What follows belongs to an exercise in optimizing a design on an open flow for small area, a short achievable clock period and few clock cycles per item; a production flow would make more cautious choices.
Only simulation tests tie the RTL to the original design; equivalence was not proved.
Power is estimated from default activity; no workload was simulated.

## alu_seq_core
module alu_seq_core #(
  parameter int unsigned WIDTH    = 32,
  parameter int unsigned MULT_LAT = 3
) (
  input  logic                 clk,
  input  logic                 reset,
  input  logic                 start,
  input  logic [2:0]           op,
  input  logic [WIDTH-1:0]     A,
  input  logic [WIDTH-1:0]     B,
  output logic                 busy,
  output logic                 done,
  output logic [2*WIDTH-1:0]   result,
  output logic                 err
);
Size in the first run: about 3500 cells after synthesis, roughly 34000 sq um of cells after synthesis.
==> flow/config.mk <==
export PLATFORM = sky130hd
export DESIGN_NAME = alu_seq_core
export DESIGN_NICKNAME = alu_seq_core
export VERILOG_FILES = /design/flow/design.v
export SDC_FILE = /design/flow/constraint.sdc
export NUM_CORES = 4
export LEC_CHECK = 0
export CAP_MARGIN = 20
export CORE_MARGIN = 2
export CORE_UTILIZATION = 40
export SLEW_MARGIN = 20
==> flow/constraint.sdc <==
create_clock -name core_clock -period 9.0 [get_ports {clk}]
set_input_delay 1.8000 -clock core_clock [delete_from_list [all_inputs] [get_ports {clk}]]
set_output_delay 1.8000 -clock core_clock [all_outputs]
set_load 0.01 [all_outputs]
standard.sh (not shown) runs the stock make flow with config.mk's settings and CLKGATE_MAP_FILE= SYNTH_SCRIPT=/design/flow/synth_recipe.tcl, a recipe that flattens the netlist after the stock synthesis.
==> flow/flow/run.sh <==
#!/bin/bash
# The standard layout (standard.sh) with these layout choices changed:
#  - after the standard synthesis, flow/polarity.py removes inverters around
#    full-adder cells (a full adder with all inputs and outputs complemented is
#    the same function) and swaps xor2/xnor2 where that saves an inverter;
#    registers are not touched
#  - the timing repair aims at the slack margin in flow/margin.txt
#  - ports are buffered with buf_1 cells
#  - clock tree synthesis inserts no dummy loads and clusters up to 32 sinks
#    per leaf buffer
# The SDC, clock period and all constraints are unchanged.
set -o pipefail
R=$PWD/orfs/results/sky130hd/alu_seq_core/base
ARGS=(SETUP_SLACK_MARGIN=$(cat flow/margin.txt) "BUFFER_PORTS_ARGS=-buffer_cell sky130_fd_sc_hd__buf_1"
      "CTS_ARGS=-sink_clustering_enable -repair_clock_nets -dont_use_dummy_load -sink_clustering_size 32 -sink_clustering_max_diameter 150")
bash standard.sh "${ARGS[@]}" $R/1_2_yosys.v > make_synth.log 2>&1 || exit 1
cp $R/1_2_yosys.v yosys_standard.v
python3 flow/polarity.py yosys_standard.v $R/1_2_yosys.v > polarity.log 2>&1 || exit 1
bash standard.sh "${ARGS[@]}" finish > make.log 2>&1
==> flow/flow/polarity.py <==
#!/usr/bin/env python3
"""Remove inverters around full-adder cells in a Yosys-written sky130 netlist.

A full adder is self-dual: FA(~a,~b,~c) = ~FA(a,b,c) for both outputs. So a
fa cell can be 'flipped' (every input complemented, both outputs read as
complemented) without changing the logic. This picks flips greedily to
minimise the number of inv_1 cells needed, then rewrites the netlist with one
inverter per signal that is still needed in complemented form.

usage: polarity.py IN.v OUT.v
"""
import re, sys, collections

src = open(sys.argv[1]).read()
OUTPINS = {"X", "Y", "Q", "Q_N", "SUM", "COUT", "HI", "LO"}
INV = "sky130_fd_sc_hd__inv_1"
FA = re.compile(r"sky130_fd_sc_hd__fa_\d+$")

m = re.search(r"^module\s+(\S+)\s*\((.*?)\);(.*?)^endmodule", src, re.S | re.M)
body = m.group(3)
cell_re = re.compile(r"^\s*(sky130_fd_sc_hd__\w+)\s+(\S+)\s*\((.*?)\);\s*$", re.S | re.M)
pin_re = re.compile(r"\.(\w+)\(\s*(.*?)\s*\)(?=\s*[,)]|\s*$)", re.S)

def norm(n):
    n = n.strip()
    return n

cells = []
spans = []
for cm in cell_re.finditer(body):
    typ, name, pbody = cm.group(1), cm.group(2), cm.group(3)
    pins = {}
    for pm in re.finditer(r"\.(\w+)\(([^()]*)\)", pbody):
        pins[pm.group(1)] = norm(pm.group(2))
    cells.append([typ, name, pins])
    spans.append((cm.start(), cm.end()))

ports = set()
for pm in re.finditer(r"^\s*(output|input)\s+(?:\[[^\]]*\]\s*)?(\S+?)\s*;", body, re.M):
    ports.add(pm.group(2))
assign_nets = set()
for am in re.finditer(r"^\s*assign\s+(.*?)\s*=\s*(.*?)\s*;", body, re.M):
    for side in (am.group(1), am.group(2)):
        for tok in re.findall(r"\\\S+|[A-Za-z_][\w$]*(?:\[\d+\])?", side):
            assign_nets.add(tok)

def esc(n):
    return n + " " if n.startswith("\\") else n

def port_base(n):
    return re.sub(r"\[\d+\]$", "", n.lstrip("\\"))

def is_fixed_net(n):
    return n in assign_nets or port_base(n) in ports or n.lstrip("\\") in ports

driver = {}
for i, (typ, name, pins) in enumerate(cells):
    for p, n in pins.items():
        if p in OUTPINS:
            driver[n] = (i, p)

# removable inverters: inv_1 whose output is an ordinary internal net
removable = set()
for i, (typ, name, pins) in enumerate(cells):
    if typ == INV and not is_fixed_net(pins["Y"]) and not is_fixed_net(pins["A"]):
        removable.add(i)

def lit(n, depth=0):
    d = driver.get(n)
    if d is not None and d[0] in removable and depth < 50:
        r, q = lit(cells[d[0]][2]["A"], depth + 1)
        return r, q ^ 1
    return n, 0

fas = [i for i, c in enumerate(cells) if FA.match(c[0])]
XSWAP = {"sky130_fd_sc_hd__xor2_1": "sky130_fd_sc_hd__xnor2_1",
         "sky130_fd_sc_hd__xnor2_1": "sky130_fd_sc_hd__xor2_1"}
xs = [i for i, c in enumerate(cells) if c[0] in XSWAP and not is_fixed_net(c[2].get("X", c[2].get("Y", "")))]
fa_out = {}   # root net -> flippable cell index (fa or xor2/xnor2)
for i in fas:
    for p in ("SUM", "COUT"):
        fa_out[cells[i][2][p]] = i
for i in xs:
    p = "X" if "X" in cells[i][2] else "Y"
    fa_out[cells[i][2][p]] = i

# consumers: (cell index, pin) for every input pin of a kept cell
consumers = []   # (ci, pin, root, q)
for i, (typ, name, pins) in enumerate(cells):
    if i in removable:
        continue
    for p, n in pins.items():
        if p in OUTPINS:
            continue
        r, q = lit(n)
        consumers.append((i, p, r, q))
# nets read by assigns / ports through removable inverters stay as they are
flip = collections.defaultdict(int)
by_root = collections.defaultdict(list)
by_cell = collections.defaultdict(list)
for k, (ci, p, r, q) in enumerate(consumers):
    by_root[r].append(k)
    by_cell[ci].append(k)

def demand(k):
    ci, p, r, q = consumers[k]
    if ci in fa_set and flip[ci]:
        q ^= 1
    f = fa_out.get(r)
    if f is not None and flip[f]:
        q ^= 1
    return q

fa_set = set(fas)
def root_cost(r):
    return 1 if any(demand(k) for k in by_root[r]) else 0

def cost_roots(i):
    c = cells[i][2]
    if i in fa_set:
        roots = set(consumers[k][2] for k in by_cell[i])
        roots.add(c["SUM"]); roots.add(c["COUT"])
    else:
        roots = {c["X"] if "X" in c else c["Y"]}
    return roots

total0 = sum(root_cost(r) for r in by_root)
changed = True
it = 0
while changed and it < 50:
    changed = False
    it += 1
    for i in fas + xs:
        rs = cost_roots(i)
        before = sum(root_cost(r) for r in rs)
        flip[i] ^= 1
        after = sum(root_cost(r) for r in rs)
        if after < before:
            changed = True
        else:
            flip[i] ^= 1
total1 = sum(root_cost(r) for r in by_root)
sys.stderr.write("xor/xnor swapped %d of %d\n" % (sum(flip[i] for i in xs), len(xs)))
sys.stderr.write("inverters needed: %d -> %d (removable inverters were %d), flipped %d of %d fa\n"
                 % (total0, total1, len(removable), sum(flip[i] for i in fas), len(fas)))

# rewrite
invnet = {}
newcells = []
for r in by_root:
    if any(demand(k) for k in by_root[r]):
        nm = "polinv_%d" % len(invnet)
        invnet[r] = nm + "_y"
        newcells.append("  %s %s (\n    .A(%s),\n    .Y(%s)\n  );\n" % (INV, nm, esc(r), invnet[r]))
for k, (ci, p, r, q) in enumerate(consumers):
    cells[ci][2][p] = invnet[r] if demand(k) else r

out = []
pos = 0
for i, (s, e) in enumerate(spans):
    out.append(body[pos:s])
    if i not in removable:
        typ, name, pins = cells[i]
        if flip[i] and typ in XSWAP:
            typ = XSWAP[typ]
            pins = {("Y" if p == "X" else "X" if p == "Y" else p): n for p, n in pins.items()}
        conn = ",\n".join("    .%s(%s)" % (p, esc(n)) for p, n in pins.items())
        out.append("\n  %s %s (\n%s\n  );" % (typ, name, conn))
    pos = e
out.append(body[pos:])
newbody = "".join(out)
decl = "".join("  wire %s;\n" % n for n in invnet.values())
res = src[:m.start(3)] + "\n" + decl + newbody + "".join(newcells) + src[m.end(3):]
open(sys.argv[2], "w").write(res)
Other scripts of this flow, unchanged in this note and not shown: flow/flow/margin.txt
Testbench counts at the start, summed over its fixed seeds: cycles 24,024, items 24,000.
==> next run, changes <==
--- a/flow/flow/run.sh
+++ b/flow/flow/run.sh
@@ -9 +9 @@
-#  - clock tree synthesis inserts no dummy loads and clusters up to 32 sinks
+#  - clock tree synthesis inserts no dummy loads and clusters up to 24 sinks
@@ -15 +15 @@
-      "CTS_ARGS=-sink_clustering_enable -repair_clock_nets -dont_use_dummy_load -sink_clustering_size 32 -sink_clustering_max_diameter 150")
+      "CTS_ARGS=-sink_clustering_enable -repair_clock_nets -dont_use_dummy_load -sink_clustering_size 24 -sink_clustering_max_diameter 120")
=> Global-route usage is about the same; utilization came out higher by 0.13 points; hold slack got worse by 0.010 ns; worst setup slack degrades by 0.016 ns; routed wire length hardly moves; via count is about the same; final area hardly moves; first-iteration DRC count is lower by about 1.4%; area after synthesis is unchanged.
==> next run, changes <==
--- a/flow/flow/run.sh
+++ b/flow/flow/run.sh
@@ -6 +6,2 @@
-#    registers are not touched
+#    registers are not touched; it avoids leaving an inverter in front of a
+#    register input where it can
@@ -9 +10 @@
-#  - clock tree synthesis inserts no dummy loads and clusters up to 24 sinks
+#  - clock tree synthesis inserts no dummy loads and clusters up to 32 sinks
@@ -15 +16 @@
-      "CTS_ARGS=-sink_clustering_enable -repair_clock_nets -dont_use_dummy_load -sink_clustering_size 24 -sink_clustering_max_diameter 120")
+      "CTS_ARGS=-sink_clustering_enable -repair_clock_nets -dont_use_dummy_load -sink_clustering_size 32 -sink_clustering_max_diameter 150")
--- a/flow/flow/polarity.py
+++ b/flow/flow/polarity.py
@@ -114,0 +115 @@
+FLOP = re.compile(r"sky130_fd_sc_hd__(dfxtp|dfrtp|edfxtp|dfstp|dfbbp|dfxbp)_\d+$")
@@ -116 +117,7 @@
-    return 1 if any(demand(k) for k in by_root[r]) else 0
+    c = 0
+    for k in by_root[r]:
+        if demand(k):
+            c = 1
+            if FLOP.match(cells[consumers[k][0]][0]) and consumers[k][1] == "D":
+                return 3
+    return c
@@ -142,0 +150,2 @@
+nd = sum(1 for r in by_root if root_cost(r) == 3)
+sys.stderr.write("inverters feeding flop D: %d\n" % nd)
--- a/flow/config.mk
+++ b/flow/config.mk
@@ -8 +8 @@
-export CAP_MARGIN = 20
+export CAP_MARGIN = 10
@@ -11 +11 @@
-export SLEW_MARGIN = 20
+export SLEW_MARGIN = 10
Sequential share of layout area barely changes.
Design area drops by about 0.5%.
Sequential power stays flat.
Via count is about the same.
Worst hold slack is about the same.
Core utilization is lower by 0.22 points.
==> next run, changes <==
--- a/flow/flow/run.sh
+++ b/flow/flow/run.sh
@@ -6,2 +6 @@
-#    registers are not touched; it avoids leaving an inverter in front of a
-#    register input where it can
+#    registers are not touched
@@ -10,2 +9 @@
-#  - clock tree synthesis inserts no dummy loads and clusters up to 32 sinks
-#    per leaf buffer
+#  - clock tree synthesis inserts no dummy loads
@@ -16 +14 @@
-      "CTS_ARGS=-sink_clustering_enable -repair_clock_nets -dont_use_dummy_load -sink_clustering_size 32 -sink_clustering_max_diameter 150")
+      "CTS_ARGS=-sink_clustering_enable -repair_clock_nets -dont_use_dummy_load")
--- a/flow/flow/polarity.py
+++ b/flow/flow/polarity.py
@@ -115 +114,0 @@
-FLOP = re.compile(r"sky130_fd_sc_hd__(dfxtp|dfrtp|edfxtp|dfstp|dfbbp|dfxbp)_\d+$")
@@ -117,7 +116 @@
-    c = 0
-    for k in by_root[r]:
-        if demand(k):
-            c = 1
-            if FLOP.match(cells[consumers[k][0]][0]) and consumers[k][1] == "D":
-                return 3
-    return c
+    return 1 if any(demand(k) for k in by_root[r]) else 0
@@ -150,2 +142,0 @@
-nd = sum(1 for r in by_root if root_cost(r) == 3)
-sys.stderr.write("inverters feeding flop D: %d\n" % nd)
--- a/flow/config.mk
+++ b/flow/config.mk
@@ -8 +8 @@
-export CAP_MARGIN = 10
+export CAP_MARGIN = 20
@@ -11 +11 @@
-export SLEW_MARGIN = 10
+export SLEW_MARGIN = 20
What happened: Final area grows by about 3%; area after synthesis barely changes; core utilization grows by 1.2 points; sequential share of layout area shrinks by 0.54 points; global-route usage shrinks by 0.15 points; sequential cell count is unchanged; register-to-register slack is about the same.
==> next run, changes <==
--- a/flow/flow/run.sh
+++ b/flow/flow/run.sh
@@ -6 +6,2 @@
-#    registers are not touched
+#    registers are not touched; it avoids leaving an inverter in front of a
+#    register input where it can
@@ -9 +10,2 @@
-#  - clock tree synthesis inserts no dummy loads
+#  - clock tree synthesis inserts no dummy loads and clusters up to 32 sinks
+#    per leaf buffer
@@ -14 +16 @@
-      "CTS_ARGS=-sink_clustering_enable -repair_clock_nets -dont_use_dummy_load")
+      "CTS_ARGS=-sink_clustering_enable -repair_clock_nets -dont_use_dummy_load -sink_clustering_size 32 -sink_clustering_max_diameter 150")
--- a/flow/flow/polarity.py
+++ b/flow/flow/polarity.py
@@ -114,0 +115 @@
+FLOP = re.compile(r"sky130_fd_sc_hd__(dfxtp|dfrtp|edfxtp|dfstp|dfbbp|dfxbp)_\d+$")
@@ -116 +117,7 @@
-    return 1 if any(demand(k) for k in by_root[r]) else 0
+    c = 0
+    for k in by_root[r]:
+        if demand(k):
+            c = 1
+            if FLOP.match(cells[consumers[k][0]][0]) and consumers[k][1] == "D":
+                return 3
+    return c
@@ -142,0 +150,2 @@
+nd = sum(1 for r in by_root if root_cost(r) == 3)
+sys.stderr.write("inverters feeding flop D: %d\n" % nd)
After rerunning: The changed run ran to the end with no violations. Total power came out lower by 8.9%. Worst setup slack barely changes. Core utilization is lower by 1.2 points. Global-route usage goes up by 0.15 points. Die area barely changes. Count of clock-buffer cells in the layout is lower by 26. Clock power shrinks by 42%. Non-clock buffer count drops by 11. Routed wire length decreases by 1.1%. Combinational power drops by about 2%. Register-to-register slack hardly moves.

* * *

alu_seq_core, a different RTL version from the one above (not shown whole).
Size: ~140 I/O pins.
clock: 9.0 ns
lec_check: 0
cap_margin: 20
core_margin: 2
core_utilization: 40
slew_margin: 20
==> flow/flow/run.sh <==
#!/bin/bash
# The standard layout (standard.sh), with two layout choices changed:
#  - the timing repair aims at the slack margin in flow/margin.txt
#  - ports are buffered with buf_1 cells instead of the default choice
# The SDC, clock period and all constraints are unchanged.
set -o pipefail
bash standard.sh SETUP_SLACK_MARGIN=$(cat flow/margin.txt) \
  "BUFFER_PORTS_ARGS=-buffer_cell sky130_fd_sc_hd__buf_1" finish > make.log 2>&1
==> flow/flow/margin.txt <==
5.0
The starting point produced a clean layout.
Testbench counts at the start, summed over its fixed seeds: cycles 24,024, items 24,000.
Change:
--- a/flow/config.mk
+++ b/flow/config.mk
@@ -10,2 +10,3 @@
 export CORE_UTILIZATION = 40
+export CTS_BUF_LIST = sky130_fd_sc_hd__clkbuf_4 sky130_fd_sc_hd__clkbuf_8
 export SLEW_MARGIN = 20
Outcome: Hold slack barely changes. Global-route usage went up by 0.24 points. Core utilization barely changes. Worst setup slack is about the same.

## separate check: timing with driven ports
The results above use ideal ports. As a check the final layouts listed here were re-extracted and re-timed, cells and wires unchanged.
Step 1: set_driving_cell puts a clkbuf_16 on clk and a buf_2 on each other input, an assumption about the parent block.
Step 2 times the ports against the registers' clock, not the clock port: input delays grow and output delays shrink by t, the midpoint of the rising clock arrivals with the driver on.
Slacks: ideal / step 1 / step 2; pairs: ideal / step 1.
run | t, ns | slack for setup (ns) | worst slew at a driven data input, ns | pins driven straight from the clock port
the first run of note 1 | 0.616 | 5.025 / 5.025 / 4.463 | 0.08 | 1
the second run of note 1 | 0.631 | 5.010 / 5.010 / 4.494 | 0.07 | 1
the third run of note 1 | 0.619 | 5.027 / 5.027 / 4.563 | 0.08 | 1
the fourth run of note 1 | 0.627 | 5.030 / 5.030 / 4.502 | 0.08 | 1
the fifth run of note 1 | 0.619 | 5.027 / 5.027 / 4.563 | 0.08 | 1
the first run of note 2 | 0.689 | 5.054 / 5.054 / 5.054 | 0.11 | 1
the second run of note 2 | 0.774 | 5.054 / 5.054 / 5.054 | 0.11 | 1
After both steps setup and hold are still met in every run listed. The setup slack of the first run of note 1, which loses most, moves by 0.000 ns with the drivers and by -0.562 ns with both steps.
